Source: an optimization exercise on an open RTL-to-GDS flow (aim: small area, a short achievable clock period and few clock cycles per item). Production flows keep margins and buffers that such runs may drop.
At most, simulation tests tie the RTL to the original design; equivalence was not proved.
Power figures rest on the tool's default switching activity, not on a simulated workload.

==> flow/design.v (excerpt) <==
module rolling_hash_pattern_matcher_top #(
   parameter int MAX_PATTERN  = MAX_PATTERN_DEF,
   parameter int WINDOW_DEPTH = WINDOW_DEPTH_DEF
) (
   input  logic                 clock,
   input  logic                 reset,
   input  logic                 req_valid,
   output logic                 req_ready,
   input  logic [BYTE_W-1:0]    req_text_byte,
   output logic                 rsp_valid,
   input  logic                 rsp_ready,
   output logic                 rsp_kind,
   output logic [VALUE_W-1:0]   rsp_value,
   output logic                 rsp_last,
   input  logic                 csr_we,
   input  logic [CSR_IDX_W-1:0] csr_index,
   input  logic [CSR_W-1:0]     csr_wdata
);
clock: 9.5 ns
lec_check: 0
cap_margin: 20
core_margin: 2
core_utilization: 40
slew_margin: 20
standard.sh (not shown) runs the stock make flow with config.mk's settings and CLKGATE_MAP_FILE= SYNTH_SCRIPT=/design/flow/synth_recipe.tcl, a recipe that flattens the netlist after the stock synthesis.
==> flow/flow/run.sh <==
#!/bin/bash
# Standard ORFS layout with a tighter setup repair target (slack margin in ns).
set -euo pipefail
bash standard.sh SETUP_SLACK_MARGIN=6.2 finish > standard_make.log 2>&1
The baseline completed without violations.
Change:
--- a/flow/config.mk
+++ b/flow/config.mk
@@ -10,2 +10,4 @@
 export CORE_UTILIZATION = 40
+export CTS_CLUSTER_DIAMETER = 100
+export CTS_CLUSTER_SIZE = 30
 export SLEW_MARGIN = 20
Routed wire length falls by 1.7%.
Total power falls by 12%.
Area after synthesis is unchanged.
Design area falls by 3.1%.
Worst hold slack gains 0.016 ns.
Clock power falls by 43%.
Sequential power is about the same.
Worst setup slack loses 0.011 ns.
Critical path depth does not change.
Die area stays the same.
Function was not checked in any run of this note: the RTL went through the layout flow alone.

========
== JK ==
Another version of the RTL of rolling_hash_pattern_matcher_top (not shown whole).
Size in the first run: about 2,600 cells after synthesis, roughly 120 I/O pins.
Settings: LEC_CHECK=0, ABC_AREA=1, CAP_MARGIN=20, CORE_MARGIN=2, CORE_UTILIZATION=40, CTS_CLUSTER_DIAMETER=100, CTS_CLUSTER_SIZE=26, SLEW_MARGIN=20; clock period 9.5 ns.
==> flow/flow/run.sh <==
#!/bin/bash
# Standard ORFS layout with a tighter setup repair target, port buffers of
# a plain buffer cell, and free gate sizing.
set -euo pipefail
bash standard.sh 'SETUP_SLACK_MARGIN=6.35' 'MATCH_CELL_FOOTPRINT=0' 'BUFFER_PORTS_ARGS=-buffer_cell sky130_fd_sc_hd__buf_4' finish > standard_make.log 2>&1
JK was carried through to the last stage, and its layout satisfied the timing, DRC and antenna checks.
Testbench counts of JK, summed over its fixed seeds: cycles 29,785, bytes 24,258.
Input changes introduced in MS (baseline for comparison: JK):
# JK
export LEC_CHECK = 0
export ABC_AREA = 1
export CAP_MARGIN = 20
export CORE_MARGIN = 2
export CORE_UTILIZATION = 40
export CTS_CLUSTER_DIAMETER = 100
export CTS_CLUSTER_SIZE = 26
export SLEW_MARGIN = 20
create_clock -name core_clock -period 9.5 [get_ports {clock}]
# MS
export LEC_CHECK = 0
export CAP_MARGIN = 20
export CORE_MARGIN = 2
export CORE_UTILIZATION = 40
export CTS_CLUSTER_DIAMETER = 80
export CTS_CLUSTER_SIZE = 20
export SLEW_MARGIN = 20
create_clock -name core_clock -period 9.5 [get_ports {clock}]
==> flow/flow/run.sh <==
#!/bin/bash
# Standard ORFS layout with a tighter setup repair target, port buffers of
# a plain buffer cell, and free gate sizing.
set -euo pipefail
bash standard.sh 'SETUP_SLACK_MARGIN=6.4' 'MATCH_CELL_FOOTPRINT=0' 'BUFFER_PORTS_ARGS=-buffer_cell sky130_fd_sc_hd__buf_4' finish > standard_make.log 2>&1
==> notes.md <==
Diff JK -> MS | global-route wire length before repair | down by a little under 10%
Relative to JK, final core area utilization increased by 2.0 points in MS.
JK has higher first-iteration DRC count than MS.
On clock network power share: between JK and MS, it ends up higher for MS.
Modified inputs, AL compared to MS
==> flow/flow/run.sh <==
#!/bin/bash
# Standard ORFS layout with a tighter setup repair target, port buffers of
# a plain buffer cell, and free gate sizing.
set -euo pipefail
bash standard.sh 'SETUP_SLACK_MARGIN=6.6' 'MATCH_CELL_FOOTPRINT=0' 'BUFFER_PORTS_ARGS=-buffer_cell sky130_fd_sc_hd__buf_4' finish > standard_make.log 2>&1
==> comparison <==
- Relative to MS, wire length reported by the detailed router increased by 2.3% in AL.
- | proportion of cell area spent on the clock network | higher: MS |
- AL gives more sum of internal, switching and leakage power than MS did.
- The clock-pin slew on the worst setup and hold paths of AL and that of MS are within noise of each other.
- Changes observed in AL relative to MS: sequential share of layout area fell 1.5 points; sequential power about even; fraction of met1 tracks used by global routing rose 0.29 points.
- Higher relative slew slack goes to AL over MS.
Edits applied to the flow inputs when going from AL to TR:
# AL
export LEC_CHECK = 0
export CAP_MARGIN = 20
export CORE_MARGIN = 2
export CORE_UTILIZATION = 40
export CTS_CLUSTER_DIAMETER = 80
export CTS_CLUSTER_SIZE = 20
export SLEW_MARGIN = 20
create_clock -name core_clock -period 9.5 [get_ports {clock}]
# TR
export LEC_CHECK = 0
export ABC_AREA = 1
export CAP_MARGIN = 20
export CORE_MARGIN = 2
export CORE_UTILIZATION = 40
export CTS_CLUSTER_DIAMETER = 90
export CTS_CLUSTER_SIZE = 24
export SLEW_MARGIN = 20
create_clock -name core_clock -period 9.5 [get_ports {clock}]
==> flow/flow/run.sh <==
#!/bin/bash
# Standard ORFS layout with a tighter setup repair target, port buffers of
# a plain buffer cell, and free gate sizing.
set -euo pipefail
bash standard.sh 'SETUP_SLACK_MARGIN=6.45' 'MATCH_CELL_FOOTPRINT=0' 'BUFFER_PORTS_ARGS=-buffer_cell sky130_fd_sc_hd__buf_4' finish > standard_make.log 2>&1
==> comparison <==
- TR: no failed stages, no open violations at the end
- Looking at critical path capture point, the rsp_value_ff[28] result is from AL; the rsp_value[13] one comes from TR.
- Looking at critical path data required time across TR and AL, the one that comes out higher is AL.
- Looking at clock network power share, TR sits 0.2 points below AL.
- Global-route track usage on met1, TR and AL: lower on AL
The following lists how PW was set up differently from TR:
# TR
export LEC_CHECK = 0
export ABC_AREA = 1
export CAP_MARGIN = 20
export CORE_MARGIN = 2
export CORE_UTILIZATION = 40
export CTS_CLUSTER_DIAMETER = 90
export CTS_CLUSTER_SIZE = 24
export SLEW_MARGIN = 20
create_clock -name core_clock -period 9.5 [get_ports {clock}]
# PW
export LEC_CHECK = 0
export ABC_AREA = 1
export CAP_MARGIN = 20
export CORE_MARGIN = 2
export CORE_UTILIZATION = 35
export CTS_CLUSTER_DIAMETER = 100
export CTS_CLUSTER_SIZE = 26
export SLEW_MARGIN = 20
create_clock -name core_clock -period 9.5 [get_ports {clock}]
==> flow/flow/run.sh <==
#!/bin/bash
# Standard ORFS layout with a tighter setup repair target, port buffers of
# a plain buffer cell, and free gate sizing.
set -euo pipefail
bash standard.sh 'SETUP_SLACK_MARGIN=6.35' 'MATCH_CELL_FOOTPRINT=0' 'BUFFER_PORTS_ARGS=-buffer_cell sky130_fd_sc_hd__buf_4' finish > standard_make.log 2>&1
==> comparison <==
PW: flow completed, timing, DRC and antenna clean. In summary, TR completed successfully, with a layout that passed the timing, DRC and antenna checks. Clock network fraction of total power: lower on PW. On PW: row count is 6 higher than what TR gave. The switching part of the total of TR and that of PW are within noise of each other. Final area (higher): TR. What PW reported for non-clock buffer count has to be multiplied by 1.15 to get the figure for TR.

## static timing again, ports no longer ideal
Ports are ideal in the flow. The routed layouts listed here were re-timed in OpenROAD.
Step 1 sets driving cells, clkbuf_16 on the clock port and buf_2 on the other inputs (assumed; they add their load-dependent delay and slew).
Step 2 adds t to the input delays and takes it off the output delays; t is the mean of the earliest and latest rising clock arrival at the registers after step 1. Input paths then give back, and output paths get back, about the clock's delay inside the block.
a / b / c = ideal ports / drivers / drivers and shift; a / b = the first two.
run	t, ns	setup slack, ns	hold WS [ns]	worst setup path after step 2	slew at the worst register clock pin (ns)
the first run of note 1	0.655	5.933 / 5.928 / 5.272	0.456 / 0.456 / 0.456	input to register	0.07 / 0.07
the second run of note 1	0.629	5.922 / 5.916 / 5.287	0.472 / 0.472 / 0.472	input to register	0.12 / 0.12
JK	0.627	6.370 / 6.309 / 5.860	0.440 / 0.440 / 0.440	input to register	0.11 / 0.11
MS	0.676	6.394 / 6.333 / 5.766	0.450 / 0.450 / 0.450	input to register	0.09 / 0.09
AL	0.674	6.363 / 6.315 / 5.883	0.438 / 0.438 / 0.438	input to register	0.09 / 0.09
TR	0.638	6.378 / 6.319 / 5.919	0.432 / 0.432 / 0.432	input to register	0.10 / 0.10
PW	0.655	6.345 / 6.281 / 5.867	0.435 / 0.435 / 0.435	input to register	0.11 / 0.11
After both steps every run listed still meets setup and hold. For the first run of note 1, which loses most, drivers alone change the setup slack by -0.005 ns; drivers and shift together by -0.661 ns.
